This design comes from an exercise in tuning for small area, a short achievable clock period and few clock cycles on the open sky130 flow, not from production work.
Only simulation tests tie the RTL to the original design; equivalence was not proved.

Setup of the baseline:
==> flow/design.v (excerpt) <==
module ex_stage (
    input  logic           clk,
    input  logic           rst_n,
    input  logic           d_hready,
    input  ex_pkg::ex_op_t op,
    input  ex_pkg::xlen_t  op1,
    input  ex_pkg::xlen_t  op2,
    output ex_pkg::xlen_t  ex_res,
    output ex_pkg::xlen_t  addr_res,
    output logic           div_busy
);
For scale: ~6200 cells after synthesis, ~140 I/O pins.
export LEC_CHECK = 0
export ABC_AREA = 1
export CAP_MARGIN = 20
export CORE_MARGIN = 2
export CORE_UTILIZATION = 55
export SETUP_SLACK_MARGIN = 5
export SLEW_MARGIN = 20
export SYNTH_HIERARCHICAL = 1
export SYNTH_MINIMUM_KEEP_SIZE = 0
create_clock -name core_clock -period 21.0 [get_ports {clk}]
standard.sh (not shown) runs the stock make flow with config.mk's settings and CLKGATE_MAP_FILE= SYNTH_SCRIPT=/design/flow/synth_recipe.tcl, a recipe that flattens the netlist after the stock synthesis.
==> flow/flow/run.sh <==
#!/bin/bash
# The standard layout (standard.sh: the standard synthesis and ORFS steps,
# the standard flow's clock period and constraints), with two changes to how the layout is
# made: the port buffers are buf_2 cells instead of the slow delay-buffer cell
# buffer_ports picks by default (every port still gets its buffer), and the
# timing repair may aim for the setup slack in flow/setup_margin.txt.
set -euo pipefail
margin=$(cat flow/setup_margin.txt)
export BUFFER_PORTS_ARGS="-buffer_cell sky130_fd_sc_hd__buf_2"
sed -E "s/SETUP_SLACK_MARGIN=[0-9.]+/SETUP_SLACK_MARGIN=${margin}/" standard.sh > standard_margin.sh
grep -q "SETUP_SLACK_MARGIN=${margin}" standard_margin.sh
bash standard_margin.sh finish > flow_make.log 2>&1
test -f out/final.def
==> flow/flow/setup_margin.txt <==
5.5
Testbench counts of the baseline, summed over its fixed seeds: cycles 7,562.
The inputs of the candidate differ from those of the baseline as listed below.
==> flow/flow/setup_margin.txt <==
5
Findings:
The candidate: no failed stages, no open violations at the end. Taking the baseline as the reference, in the candidate period utilization has increased; via count has decreased; area of the multi-input gates has decreased. The achievable frequency of the candidate falls short of that of the baseline by about 2.2%. Re met1 capacity usage during global routing: the candidate is 0.38 points down on the baseline.

* * *

ex_stage, a different RTL version from the one above (not shown whole).
Size in the first run: roughly 140 I/O pins.
// ex_stage
module ex_stage (
    input  logic           clk,
    input  logic           rst_n,
    input  logic           d_hready,
    input  ex_pkg::ex_op_t op,
    input  ex_pkg::xlen_t  op1,
    input  ex_pkg::xlen_t  op2,
    output ex_pkg::xlen_t  ex_res,
    output ex_pkg::xlen_t  addr_res,
    output logic           div_busy
);
    ex_pkg::ex_prep_t    prep;
    ex_pkg::xlen_t       alu_res;
    ex_pkg::xlen_t       mul_res;
    ex_pkg::xlen_t       div_res;
    logic [63:0]         prod;
    logic [4:0]          pow;
    logic [32:0]         sub_res;
    logic [32:0]         mul_y;
    ex_operand_prep u_operand_prep (
        .op   (op),
        .op1  (op1),
        .op2  (op2),
        .prep (prep)
    );
    ex_alu u_alu (
        .prep     (prep),
        .op1      (op1),
        .op2      (op2),
        .alu_res  (alu_res),
        .diff     (sub_res),
        .addr_res (addr_res)
    );
    assign pow   = prep.shift_l ? op2[4:0] : (~op2[4:0] + 5'd1);
    assign mul_y = prep.shift ? (33'd1 << pow) : (prep.sign_b ? {op2[31], op2} : {1'b0, op2});
    ex_multiplier u_multiplier (
        .x (prep.sign_a ? {op1[31], op1} : {1'b0, op1}),
        .y (mul_y),
        .p (prod)
    );
    assign mul_res = prep.want_high ? prod[63:32] : prod[31:0];
    ex_divider u_divider (
        .clk      (clk),
        .rst_n    (rst_n),
        .d_hready (d_hready),
        .prep     (prep),
        .op1      (op1),
        .op2      (op2),
        .div_res  (div_res),
        .sub_res  (sub_res),
        .div_busy (div_busy)
    );
    ex_result_select u_result_select (
        .prep    (prep),
        .alu_res (alu_res),
        .mul_res (mul_res),
        .div_res (div_res),
        .ex_res  (ex_res)
    );
endmodule
export LEC_CHECK = 0
export ABC_AREA = 1
export CAP_MARGIN = 20
export CORE_MARGIN = 2
export CORE_UTILIZATION = 65
export PLACE_DENSITY = 0.75
export SETUP_SLACK_MARGIN = 5
export SLEW_MARGIN = 20
export SYNTH_HIERARCHICAL = 1
export SYNTH_MINIMUM_KEEP_SIZE = 0
create_clock -name core_clock -period 21.0 [get_ports {clk}]
run.sh (not shown) runs the stock make flow with config.mk's settings and CLKGATE_MAP_FILE= SYNTH_SCRIPT=/design/flow/synth_recipe.tcl, a recipe that flattens the netlist after the stock synthesis.
Stock flow here: none of the scripts above is used.
The starting point died in global routing (5_1_grt) (GRT-0116).
Testbench counts at the start, summed over its fixed seeds: cycles 7,562.
Next try:
- CORE_UTILIZATION: 65 -> 40
- PLACE_DENSITY: 0.75 -> not set
- SETUP_SLACK_MARGIN: 5 -> 4
After rerunning:
- Now the flow went through all stages and came out clean
- area after synthesis is unchanged
- synthesized cell count is unchanged

[what the ideal ports hide]
In the flow no input, the clock included, has a driving cell. The finished layouts below were timed again as built, in two steps.
Step 1: set_driving_cell puts a clkbuf_16 on clk and a buf_2 on each other input, an assumption about the parent block.
Step 2 times the ports against the registers' clock, not the clock port: input delays grow and output delays shrink by t, the midpoint of the rising clock arrivals with the driver on.
a / b / c = ideal ports / drivers / drivers and shift; a / b = the first two.
run	shift t [ns]	slack for setup (ns)	hold WS [ns]	worst setup path at the end	cell pins on the clock port's net
the baseline	0.367	5.546 / 5.519 / 5.519	0.471 / 0.471 / 0.471	input to output	1
the candidate	0.369	5.197 / 5.168 / 5.168	0.467 / 0.467 / 0.467	input to output	1
the second run of note 2	0.389	3.963 / 3.940 / 3.940	0.469 / 0.469 / 0.469	input to output	1
After both steps setup and hold are still met in every run listed. The setup slack of the candidate, which loses most, moves by -0.029 ns with the drivers and by -0.029 ns with both steps.
